Source: an optimization exercise on an open RTL-to-GDS flow (aim: small area, a short achievable clock period and few clock cycles per item). Production flows keep margins and buffers that such runs may drop. At most, simulation tests tie the RTL to the original design; equivalence was not proved.

==> 09-21: inputs <==
Design aes_mmo_hash_core, start of the top module:
module aes_mmo_hash_core
(
  input  logic        clk,
  input  logic        rst,
  input  logic        in_valid,
  output logic        in_stall,
  input  logic [7:0]  data_byte,
  input  logic [63:0] msg_bits,
  output logic        out_valid,
  input  logic        out_stall,
  output logic        status,
  output logic [63:0] digest_high,
  output logic [63:0] digest_low
);
Settings: LEC_CHECK=0, CAP_MARGIN=5, CORE_MARGIN=2, CORE_UTILIZATION=30, PLACE_DENSITY=0.5, SETUP_SLACK_MARGIN=2.2, SLEW_MARGIN=5; clock period 8.0 ns.
standard.sh (not shown) runs the stock make flow with config.mk's settings and CLKGATE_MAP_FILE= SYNTH_SCRIPT=/design/flow/synth_recipe.tcl, a recipe that flattens the netlist after the stock synthesis.
==> flow/flow/run.sh <==
#!/bin/bash
# Own layout flow: the standard flow (standard.sh), except that the ABC
# technology mapping inside synthesis uses flow/synth.abc (an area-oriented
# mapping followed by buffering and gate sizing) in place of ORFS's speed
# script. Everything before that step, including the register names and
# cells, is the standard synthesis (synth_recipe.tcl).
set -euo pipefail
W=$(pwd)
mkdir -p "$W/mysynth"
sed "s#^  log_cmd abc {\*}\$abc_args#  set abc_args [lreplace \$abc_args 1 1 $W/flow/synth.abc]\n  log_cmd abc {*}\$abc_args#" \
  "$FLOW_HOME/scripts/synth.tcl" > "$W/mysynth/synth_mod.tcl"
grep -q "flow/synth.abc" "$W/mysynth/synth_mod.tcl"
sed "s#^source \$::env(SCRIPTS_DIR)/synth.tcl#source $W/mysynth/synth_mod.tcl#" "$W/synth_recipe.tcl" > "$W/mysynth/synth.tcl"
grep -q "synth_mod" "$W/mysynth/synth.tcl"
sed "s#SYNTH_SCRIPT=[^ ]*#SYNTH_SCRIPT=$W/mysynth/synth.tcl#" "$W/standard.sh" > "$W/mysynth/standard_synth.sh"
grep -q "mysynth/synth.tcl" "$W/mysynth/standard_synth.sh"
bash "$W/mysynth/standard_synth.sh" synth > "$W/synth_make.log" 2>&1
bash "$W/standard.sh" > "$W/layout_make.log" 2>&1
==> flow/flow/synth.abc <==
strash
dc2
&get -n
&dch -f
&nf
&put
buffer -c
topo
stime -c
upsize -c
dnsize -c
==> 02-05: changes against 09-21 <==
--- a/flow/design.v
+++ b/flow/design.v
@@ -215,66 +215,65 @@
   output logic [63:0] digest_high,
   output logic [63:0] digest_low
 );
   logic [63:0]  len;         
   logic [60:0]  rem;         
   logic         in_msg;      
   logic [127:0] ibuf;        
-  logic [7:0]   lastb;       
   logic [4:0]   cnt;         
   logic         pre_pend;    
   logic         fin_pend;    
   logic         tail_pend;   
   logic         zero_pend;   
   logic [127:0] st;          
   logic [127:0] rk;
   logic [127:0] blk;
   logic [3:0]   rnd;         
+  logic         cur_pre;     
   logic         cur_last;    
   logic         take;
   logic         first;
   logic         len_zero;
   logic         last0;
+  logic [2:0]   b_in;
   logic         is_last;
   logic [7:0]   pad_byte;
-  logic [15:0]  pad_wide;
-  logic [15:0]  wsel;        
+  logic [7:0]   wdata;
+  logic [3:0]   wpos;
   logic         can_start;
   logic         busy;
   logic         last;
   logic         slot;
   logic         data_rdy;
   logic         do_pre;
   logic         do_data;
   logic         do_fin;
   logic         do_tail;
   logic         do_zero;
   logic         do_blk;
   logic         done_msg;
-  logic         out_free;    
   logic [127:0] blk_in;
   logic [63:0]  pre_blk;
   logic [63:0]  lenp;
   logic         lenp_16;
   logic         lenp_32;
   logic         need_two_c;
   logic         need_two;    
   logic         tl16;        
   logic         tl32;        
-  logic         sat;         
-  logic         rem_hi0;
+  logic         sat;
   logic [127:0] tail_blk;
   logic [4:0]   nb;
   logic         pad_en;
-  logic         part;        
   logic         tail_en;
   logic [127:0] sb;
   logic [127:0] sr;
   logic [31:0]  ksb;
   logic [127:0] knext;
+  logic [127:0] ff;
   logic [127:0] hout;
   logic [127:0] sx;
   assign lenp     = len + 64'd128;
   assign lenp_16  = (lenp[63:16] == 48'd0);
   assign lenp_32  = (lenp[63:32] == 32'd0);
   always_comb begin
     if (lenp_16) begin
@@ -298,104 +297,103 @@
     tl16     <= lenp_16;
     tl32     <= lenp_32;
   end
   assign busy     = (rnd != 4'd0);
   assign last     = (rnd == 4'd10);
   assign slot     = !busy || (last && !cur_last);
   assign data_rdy = (cnt == 5'd16) && !(fin_pend && (len[2:0] != 3'd0));
-  assign out_free = !out_valid || !out_stall;
-  assign do_pre   = !busy && pre_pend && out_free;
+  assign do_pre   = (!busy || last) && pre_pend;
   assign do_data  = slot && !out_valid && !pre_pend && data_rdy;
   assign do_fin   = slot && !out_valid && !pre_pend && !data_rdy && fin_pend;
   assign do_tail  = slot && !out_valid && !pre_pend && !fin_pend && tail_pend;
   assign do_zero  = !busy && !out_valid && zero_pend;
-  assign do_blk   = do_pre || do_data || do_fin || do_tail;
+  assign do_blk   = do_data || do_fin || do_tail;
   assign done_msg = last && cur_last;
-  assign part     = (len[2:0] != 3'd0);
-  assign nb       = do_data ? 5'd16 : (do_fin ? cnt - 5'(part) : 5'd0);
-  assign pad_en   = do_fin;
-  assign tail_en  = (do_fin && !need_two) || do_tail;
-  assign pad_wide = {lastb, 8'h00} >> len[2:0];
-  assign pad_byte = pad_wide[7:0] | (8'h80 >> len[2:0]);
-  assign pre_blk = amh_pkg::byte_swap(len);
+  assign nb      = do_data ? 5'd16 : (do_fin ? cnt : 5'd0);
+  assign pad_en  = do_fin && (len[2:0] == 3'd0);
+  assign tail_en = (do_fin && !need_two) || do_tail;
   always_comb begin
     for (int j = 0; j < 16; j++) begin
       blk_in[127 - 8 * j -: 8] =
           ((5'(j) < nb) ? ibuf[127 - 8 * j -: 8] : 8'h00)
-        | ((pad_en && (5'(j) == nb)) ? pad_byte : 8'h00)
-        | (tail_en ? tail_blk[127 - 8 * j -: 8] : 8'h00)
-        | ((do_pre && (j < 8)) ? pre_blk[63 - 8 * (j % 8) -: 8] : 8'h00);
+        | ((pad_en && (5'(j) == nb)) ? 8'h80 : 8'h00)
+        | (tail_en ? tail_blk[127 - 8 * j -: 8] : 8'h00);
     end
   end
+  assign pre_blk = amh_pkg::byte_swap(len);
   assign sx = st ^ rk;
   for (genvar i = 0; i < 16; i++) begin : g_sb
     amh_sbox u_sb (.a(sx[127 - 8 * i -: 8]), .y(sb[127 - 8 * i -: 8]));
   end
   assign sr = amh_pkg::shift_rows(sb);
   amh_sbox u_ksb0 (.a(rk[23:16]), .y(ksb[31:24]));
   amh_sbox u_ksb1 (.a(rk[15:8]),  .y(ksb[23:16]));
   amh_sbox u_ksb2 (.a(rk[7:0]),   .y(ksb[15:8]));
   amh_sbox u_ksb3 (.a(rk[31:24]), .y(ksb[7:0]));
   always_comb begin
-    logic [31:0]  t;
-    logic [127:0] e;
+    logic [31:0] t;
     t = ksb ^ {amh_pkg::rcon(rnd), 24'd0};
-    e[127:96] = rk[127:96];
-    e[95:64]  = e[127:96] ^ rk[95:64];
-    e[63:32]  = e[95:64] ^ rk[63:32];
-    e[31:0]   = e[63:32] ^ rk[31:0];
-    knext = e ^ {4{t}};
-    hout  = (sr ^ {4{t}}) ^ (e ^ blk);
+    knext[127:96] = rk[127:96] ^ t;
+    knext[95:64]  = (rk[127:96] ^ rk[95:64]) ^ t;
+    knext[63:32]  = (rk[127:96] ^ rk[95:64] ^ rk[63:32]) ^ t;
+    knext[31:0]   = (rk[127:96] ^ rk[95:64] ^ rk[63:32] ^ rk[31:0]) ^ t;
   end
+  assign ff   = cur_pre ? {pre_blk, 64'd0} : blk;
+  assign hout = sr ^ knext ^ ff;
   always_ff @(posedge clk) begin
-    if (do_blk) begin
+    if (do_pre) begin
+      st <= {pre_blk, 64'd0};
+    end else if (do_blk) begin
       st <= blk_in;
     end else begin
       st <= amh_pkg::mix_columns(sr);
     end
-    if (do_pre || do_zero) begin
+    if (do_pre) begin
       rk <= '0;
     end else if (busy) begin
       rk <= last ? hout : knext;
     end
     if (do_blk) begin
       blk <= blk_in;
+    end else if (done_msg) begin
+      blk <= hout;
+    end else if (do_zero) begin
+      blk <= '0;
     end
-    if (do_blk) begin
+    if (do_pre || do_blk) begin
+      cur_pre  <= do_pre;
       cur_last <= (do_fin && !need_two) || do_tail;
     end
     if (done_msg || do_zero) begin
       status <= do_zero;
     end
   end
   always_ff @(posedge clk) begin
     if (rst) begin
       rnd <= 4'd0;
-    end else if (do_blk) begin
+    end else if (do_pre || do_blk) begin
       rnd <= 4'd1;
     end else if (last) begin
       rnd <= 4'd0;
     end else if (busy) begin
       rnd <= rnd + 4'd1;
     end
   end
   assign can_start = (!fin_pend || (do_fin && !need_two)) && (!tail_pend || do_tail) && !zero_pend;
-  assign in_stall  = in_msg ? (cnt[4] && !(slot && !out_valid && !pre_pend)) : !can_start;
+  assign in_stall  = in_msg ? ((cnt == 5'd16) && !do_data) : !can_start;
   assign take      = in_valid && !in_stall;
   assign first     = !in_msg;
   assign len_zero = (msg_bits == 64'd0);
   assign last0    = (msg_bits[63:4] == 60'd0) && (msg_bits[3] ? (msg_bits[2:0] == 3'd0) : (msg_bits[2:0] != 3'd0));
-  assign rem_hi0  = (rem[60:2] == 59'd0);
-  assign is_last  = first ? last0
-                  : rem_hi0 && (rem[1:0] == (((len[2:0] != 3'd0) && !sat) ? 2'd1 : 2'd2));
-  always_comb begin
-    for (int j = 0; j < 16; j++) begin
-      wsel[j] = in_msg ? (cnt[3:0] == 4'(j)) : (j == 0);
-    end
-  end
+  assign sat      = (len[63:3] == '1);
+  assign b_in     = first ? msg_bits[2:0] : len[2:0];
+  assign is_last  = first ? last0 : (rem == ((len[2:0] != 3'd0) && !sat ? 61'd1 : 61'd2));
+  assign pad_byte = ({data_byte, 8'h00} >> b_in) | (8'h80 >> b_in);
+  assign wdata    = (is_last && (b_in != 3'd0)) ? pad_byte : data_byte;
+  assign wpos     = (do_data || do_fin) ? 4'd0 : cnt[3:0];
   always_ff @(posedge clk) begin
     if (rst) begin
       in_msg    <= 1'b0;
       cnt       <= 5'd0;
       pre_pend  <= 1'b0;
       fin_pend  <= 1'b0;
       tail_pend <= 1'b0;
@@ -429,22 +427,20 @@
     end
   end
   always_ff @(posedge clk) begin
     if (take) begin
       if (first) begin
         len <= msg_bits;
         rem <= msg_bits[63:3];
-        sat <= (msg_bits[63:3] == '1);
       end else begin
         rem <= rem - 61'd1;
       end
     end
-    if (take) begin
-      lastb <= data_byte;
-    end
-    for (int j = 0; j < 16; j++) begin
-      if (take && wsel[j]) ibuf[127 - 8 * j -: 8] <= data_byte;
+    if (take && !(first && len_zero)) begin
+      for (int j = 0; j < 16; j++) begin
+        if (wpos == 4'(j)) ibuf[127 - 8 * j -: 8] <= wdata;
+      end
     end
   end
-  assign digest_high = rk[127:64];
-  assign digest_low  = rk[63:0];
+  assign digest_high = blk[127:64];
+  assign digest_low  = blk[63:0];
 endmodule
==> flow/flow/run.sh (replaced) <==
#!/bin/bash
# Own layout flow: the standard flow (standard.sh), except for the ABC
# technology mapping inside synthesis. The S-box module amh_sbox is kept as
# its own module through ABC, mapped with flow/sbox.abc, and the rest of the
# design is mapped with flow/top.abc; the design is then flattened as in
# synth_recipe.tcl. Registers are untouched by ABC, so their names and cells
# are those of the standard synthesis.
set -euo pipefail
W=$(pwd)
mkdir -p "$W/mysynth"
sed "s#^  log_cmd abc {\*}\$abc_args#  set abc_sb [lreplace \$abc_args 1 1 $W/flow/sbox.abc]\n  set abc_top [lreplace \$abc_args 1 1 $W/flow/top.abc]\n  log_cmd abc {*}\$abc_sb amh_sbox\n  log_cmd abc {*}\$abc_top \$::env(DESIGN_NAME)#" \
  "$FLOW_HOME/scripts/synth.tcl" > "$W/mysynth/synth_mod.tcl"
grep -q "abc_sb amh_sbox" "$W/mysynth/synth_mod.tcl"
sed "s#^source \$::env(SCRIPTS_DIR)/synth.tcl#source $W/mysynth/synth_mod.tcl#" "$W/synth_recipe.tcl" > "$W/mysynth/synth.tcl"
grep -q "synth_mod" "$W/mysynth/synth.tcl"
sed "s#SYNTH_SCRIPT=[^ ]*#SYNTH_SCRIPT=$W/mysynth/synth.tcl SYNTH_KEEP_MODULES=amh_sbox#" "$W/standard.sh" > "$W/mysynth/standard_synth.sh"
grep -q "mysynth/synth.tcl" "$W/mysynth/standard_synth.sh"
bash "$W/mysynth/standard_synth.sh" synth > "$W/synth_make.log" 2>&1
bash "$W/standard.sh" > "$W/layout_make.log" 2>&1
==> flow/flow/sbox.abc (new file) <==
strash
dc2
&get -n
&dch -f
&nf
&put
buffer -c
topo
stime -c
upsize -c
dnsize -c
==> flow/flow/top.abc (new file) <==
strash
dc2
&get -n
&dch -f
&nf
&put
==> flow/config.mk (replaced) <==
export PLATFORM = sky130hd
export DESIGN_NAME = aes_mmo_hash_core
export DESIGN_NICKNAME = aes_mmo_hash_core
export VERILOG_FILES = /design/flow/design.v
export SDC_FILE = /design/flow/constraint.sdc
export NUM_CORES = 8
export LEC_CHECK = 0
export CAP_MARGIN = 20
export CORE_MARGIN = 2
export CORE_UTILIZATION = 40
export PLACE_DENSITY = 0.6
export SETUP_SLACK_MARGIN = 2.0
export SLEW_MARGIN = 20
removed: flow/flow/synth.abc
==> 09-17: changes against 09-21 <==
--- a/flow/design.v
+++ b/flow/design.v
@@ -215,66 +215,65 @@
   output logic [63:0] digest_high,
   output logic [63:0] digest_low
 );
   logic [63:0]  len;         
   logic [60:0]  rem;         
   logic         in_msg;      
   logic [127:0] ibuf;        
-  logic [7:0]   lastb;       
   logic [4:0]   cnt;         
   logic         pre_pend;    
   logic         fin_pend;    
   logic         tail_pend;   
   logic         zero_pend;   
   logic [127:0] st;          
   logic [127:0] rk;
   logic [127:0] blk;
   logic [3:0]   rnd;         
+  logic         cur_pre;     
   logic         cur_last;    
   logic         take;
   logic         first;
   logic         len_zero;
   logic         last0;
+  logic [2:0]   b_in;
   logic         is_last;
   logic [7:0]   pad_byte;
-  logic [15:0]  pad_wide;
-  logic [15:0]  wsel;        
+  logic [7:0]   wdata;
+  logic [3:0]   wpos;
   logic         can_start;
   logic         busy;
   logic         last;
   logic         slot;
   logic         data_rdy;
   logic         do_pre;
   logic         do_data;
   logic         do_fin;
   logic         do_tail;
   logic         do_zero;
   logic         do_blk;
   logic         done_msg;
-  logic         out_free;    
   logic [127:0] blk_in;
   logic [63:0]  pre_blk;
   logic [63:0]  lenp;
   logic         lenp_16;
   logic         lenp_32;
   logic         need_two_c;
   logic         need_two;    
   logic         tl16;        
   logic         tl32;        
-  logic         sat;         
-  logic         rem_hi0;
+  logic         sat;
   logic [127:0] tail_blk;
   logic [4:0]   nb;
   logic         pad_en;
-  logic         part;        
   logic         tail_en;
   logic [127:0] sb;
   logic [127:0] sr;
   logic [31:0]  ksb;
   logic [127:0] knext;
+  logic [127:0] ff;
   logic [127:0] hout;
   logic [127:0] sx;
   assign lenp     = len + 64'd128;
   assign lenp_16  = (lenp[63:16] == 48'd0);
   assign lenp_32  = (lenp[63:32] == 32'd0);
   always_comb begin
     if (lenp_16) begin
@@ -298,38 +297,33 @@
     tl16     <= lenp_16;
     tl32     <= lenp_32;
   end
   assign busy     = (rnd != 4'd0);
   assign last     = (rnd == 4'd10);
   assign slot     = !busy || (last && !cur_last);
   assign data_rdy = (cnt == 5'd16) && !(fin_pend && (len[2:0] != 3'd0));
-  assign out_free = !out_valid || !out_stall;
-  assign do_pre   = !busy && pre_pend && out_free;
+  assign do_pre   = (!busy || last) && pre_pend;
   assign do_data  = slot && !out_valid && !pre_pend && data_rdy;
   assign do_fin   = slot && !out_valid && !pre_pend && !data_rdy && fin_pend;
   assign do_tail  = slot && !out_valid && !pre_pend && !fin_pend && tail_pend;
   assign do_zero  = !busy && !out_valid && zero_pend;
-  assign do_blk   = do_pre || do_data || do_fin || do_tail;
+  assign do_blk   = do_data || do_fin || do_tail;
   assign done_msg = last && cur_last;
-  assign part     = (len[2:0] != 3'd0);
-  assign nb       = do_data ? 5'd16 : (do_fin ? cnt - 5'(part) : 5'd0);
-  assign pad_en   = do_fin;
-  assign tail_en  = (do_fin && !need_two) || do_tail;
-  assign pad_wide = {lastb, 8'h00} >> len[2:0];
-  assign pad_byte = pad_wide[7:0] | (8'h80 >> len[2:0]);
-  assign pre_blk = amh_pkg::byte_swap(len);
+  assign nb      = do_data ? 5'd16 : (do_fin ? cnt : 5'd0);
+  assign pad_en  = do_fin && (len[2:0] == 3'd0);
+  assign tail_en = (do_fin && !need_two) || do_tail;
   always_comb begin
     for (int j = 0; j < 16; j++) begin
       blk_in[127 - 8 * j -: 8] =
           ((5'(j) < nb) ? ibuf[127 - 8 * j -: 8] : 8'h00)
-        | ((pad_en && (5'(j) == nb)) ? pad_byte : 8'h00)
-        | (tail_en ? tail_blk[127 - 8 * j -: 8] : 8'h00)
-        | ((do_pre && (j < 8)) ? pre_blk[63 - 8 * (j % 8) -: 8] : 8'h00);
+        | ((pad_en && (5'(j) == nb)) ? 8'h80 : 8'h00)
+        | (tail_en ? tail_blk[127 - 8 * j -: 8] : 8'h00);
     end
   end
+  assign pre_blk = amh_pkg::byte_swap(len);
   assign sx = st ^ rk;
   for (genvar i = 0; i < 16; i++) begin : g_sb
     amh_sbox u_sb (.a(sx[127 - 8 * i -: 8]), .y(sb[127 - 8 * i -: 8]));
   end
   assign sr = amh_pkg::shift_rows(sb);
   amh_sbox u_ksb0 (.a(rk[23:16]), .y(ksb[31:24]));
   amh_sbox u_ksb1 (.a(rk[15:8]),  .y(ksb[23:16]));
@@ -340,62 +334,68 @@
     logic [127:0] e;
     t = ksb ^ {amh_pkg::rcon(rnd), 24'd0};
     e[127:96] = rk[127:96];
     e[95:64]  = e[127:96] ^ rk[95:64];
     e[63:32]  = e[95:64] ^ rk[63:32];
     e[31:0]   = e[63:32] ^ rk[31:0];
     knext = e ^ {4{t}};
-    hout  = (sr ^ {4{t}}) ^ (e ^ blk);
+    hout  = (sr ^ {4{t}}) ^ (e ^ ff);
   end
+  assign ff = cur_pre ? {pre_blk, 64'd0} : blk;
   always_ff @(posedge clk) begin
-    if (do_blk) begin
+    if (do_pre) begin
+      st <= {pre_blk, 64'd0};
+    end else if (do_blk) begin
       st <= blk_in;
     end else begin
       st <= amh_pkg::mix_columns(sr);
     end
-    if (do_pre || do_zero) begin
+    if (do_pre) begin
       rk <= '0;
     end else if (busy) begin
       rk <= last ? hout : knext;
     end
     if (do_blk) begin
       blk <= blk_in;
+    end else if (done_msg) begin
+      blk <= hout;
+    end else if (do_zero) begin
+      blk <= '0;
     end
-    if (do_blk) begin
+    if (do_pre || do_blk) begin
+      cur_pre  <= do_pre;
       cur_last <= (do_fin && !need_two) || do_tail;
     end
     if (done_msg || do_zero) begin
       status <= do_zero;
     end
   end
   always_ff @(posedge clk) begin
     if (rst) begin
       rnd <= 4'd0;
-    end else if (do_blk) begin
+    end else if (do_pre || do_blk) begin
       rnd <= 4'd1;
     end else if (last) begin
       rnd <= 4'd0;
     end else if (busy) begin
       rnd <= rnd + 4'd1;
     end
   end
   assign can_start = (!fin_pend || (do_fin && !need_two)) && (!tail_pend || do_tail) && !zero_pend;
-  assign in_stall  = in_msg ? (cnt[4] && !(slot && !out_valid && !pre_pend)) : !can_start;
+  assign in_stall  = in_msg ? ((cnt == 5'd16) && !do_data) : !can_start;
   assign take      = in_valid && !in_stall;
   assign first     = !in_msg;
   assign len_zero = (msg_bits == 64'd0);
   assign last0    = (msg_bits[63:4] == 60'd0) && (msg_bits[3] ? (msg_bits[2:0] == 3'd0) : (msg_bits[2:0] != 3'd0));
-  assign rem_hi0  = (rem[60:2] == 59'd0);
-  assign is_last  = first ? last0
-                  : rem_hi0 && (rem[1:0] == (((len[2:0] != 3'd0) && !sat) ? 2'd1 : 2'd2));
-  always_comb begin
-    for (int j = 0; j < 16; j++) begin
-      wsel[j] = in_msg ? (cnt[3:0] == 4'(j)) : (j == 0);
-    end
-  end
+  assign sat      = (len[63:3] == '1);
+  assign b_in     = first ? msg_bits[2:0] : len[2:0];
+  assign is_last  = first ? last0 : (rem == ((len[2:0] != 3'd0) && !sat ? 61'd1 : 61'd2));
+  assign pad_byte = ({data_byte, 8'h00} >> b_in) | (8'h80 >> b_in);
+  assign wdata    = (is_last && (b_in != 3'd0)) ? pad_byte : data_byte;
+  assign wpos     = (do_data || do_fin) ? 4'd0 : cnt[3:0];
   always_ff @(posedge clk) begin
     if (rst) begin
       in_msg    <= 1'b0;
       cnt       <= 5'd0;
       pre_pend  <= 1'b0;
       fin_pend  <= 1'b0;
       tail_pend <= 1'b0;
@@ -429,22 +429,20 @@
     end
   end
   always_ff @(posedge clk) begin
     if (take) begin
       if (first) begin
         len <= msg_bits;
         rem <= msg_bits[63:3];
-        sat <= (msg_bits[63:3] == '1);
       end else begin
         rem <= rem - 61'd1;
       end
     end
-    if (take) begin
-      lastb <= data_byte;
-    end
-    for (int j = 0; j < 16; j++) begin
-      if (take && wsel[j]) ibuf[127 - 8 * j -: 8] <= data_byte;
+    if (take && !(first && len_zero)) begin
+      for (int j = 0; j < 16; j++) begin
+        if (wpos == 4'(j)) ibuf[127 - 8 * j -: 8] <= wdata;
+      end
     end
   end
-  assign digest_high = rk[127:64];
-  assign digest_low  = rk[63:0];
+  assign digest_high = blk[127:64];
+  assign digest_low  = blk[63:0];
 endmodule
==> flow/flow/run.sh (replaced) <==
#!/bin/bash
# Own layout flow: the standard flow (standard.sh), except that the ABC
# technology mapping inside synthesis uses flow/synth.abc (an area-oriented
# mapping followed by buffering and gate sizing) in place of ORFS's speed
# script. Everything before that step, including the register names and
# cells, is the standard synthesis (synth_recipe.tcl).
set -euo pipefail
W=$(pwd)
mkdir -p "$W/mysynth"
sed "s#^  log_cmd abc {\*}\$abc_args#  set abc_args [lreplace \$abc_args 1 1 $W/flow/synth.abc]\n  lappend abc_args -dont_use sky130_fd_sc_hd__xor3_1 -dont_use sky130_fd_sc_hd__xor3_2 -dont_use sky130_fd_sc_hd__xor3_4 -dont_use sky130_fd_sc_hd__xnor3_1 -dont_use sky130_fd_sc_hd__xnor3_2 -dont_use sky130_fd_sc_hd__xnor3_4\n  log_cmd abc {*}\$abc_args#" \
  "$FLOW_HOME/scripts/synth.tcl" > "$W/mysynth/synth_mod.tcl"
grep -q "flow/synth.abc" "$W/mysynth/synth_mod.tcl"
sed "s#^source \$::env(SCRIPTS_DIR)/synth.tcl#source $W/mysynth/synth_mod.tcl#" "$W/synth_recipe.tcl" > "$W/mysynth/synth.tcl"
grep -q "synth_mod" "$W/mysynth/synth.tcl"
sed "s#SYNTH_SCRIPT=[^ ]*#SYNTH_SCRIPT=$W/mysynth/synth.tcl#" "$W/standard.sh" > "$W/mysynth/standard_synth.sh"
grep -q "mysynth/synth.tcl" "$W/mysynth/standard_synth.sh"
bash "$W/mysynth/standard_synth.sh" synth > "$W/synth_make.log" 2>&1
bash "$W/standard.sh" > "$W/layout_make.log" 2>&1
==> flow/config.mk (replaced) <==
export PLATFORM = sky130hd
export DESIGN_NAME = aes_mmo_hash_core
export DESIGN_NICKNAME = aes_mmo_hash_core
export VERILOG_FILES = /design/flow/design.v
export SDC_FILE = /design/flow/constraint.sdc
export NUM_CORES = 8
export LEC_CHECK = 0
export CAP_MARGIN = 20
export CORE_MARGIN = 2
export CORE_UTILIZATION = 40
export PLACE_DENSITY = 0.6
export SETUP_SLACK_MARGIN = 2.2
export SLEW_MARGIN = 20
==> comparison <==
Synthesized cell count: 09-21 < 02-05 < 09-17. Between 02-05 and 09-17, the lower utilization is in 02-05 (gap 4.8 points). Final area, lowest first: 02-05, 09-21, 09-17. The highest final cell count belongs to 09-17, the lowest to 02-05. Via count: 09-17 > 02-05 > 09-21. 09-21 completed, yet does not pass: max-capacitance violations, max-slew violations. 02-05 completed without violations. 09-17 finished clean.
Testbench counts of 09-17, summed over its fixed seeds: cycles 42,525, items 37,553.
For 09-21 and 02-05, only the layout was checked, not whether the RTL still works.

re-timing with driven ports:
The flow's constraints put no driver on any port. The routed layouts listed below were extracted and timed again, unchanged, in two steps. Step 1 assumes that a clkbuf_16 drives the clock port and a buf_2 every other input. Step 2 times the ports against the registers' clock, not the clock port: input delays grow and output delays shrink by t, the midpoint of the rising clock arrivals with the driver on. Three values: ideal ports, drivers, drivers and shift; two values: the first two.
run	t, ns	slack for setup (ns)	slew at the worst register clock pin (ns)
09-21	0.772	2.285 / 2.285 / 2.285	0.07 / 0.07
02-05	0.754	2.083 / 2.024 / 2.083	0.07 / 0.07
09-17	0.732	2.089 / 2.089 / 2.089	0.07 / 0.07
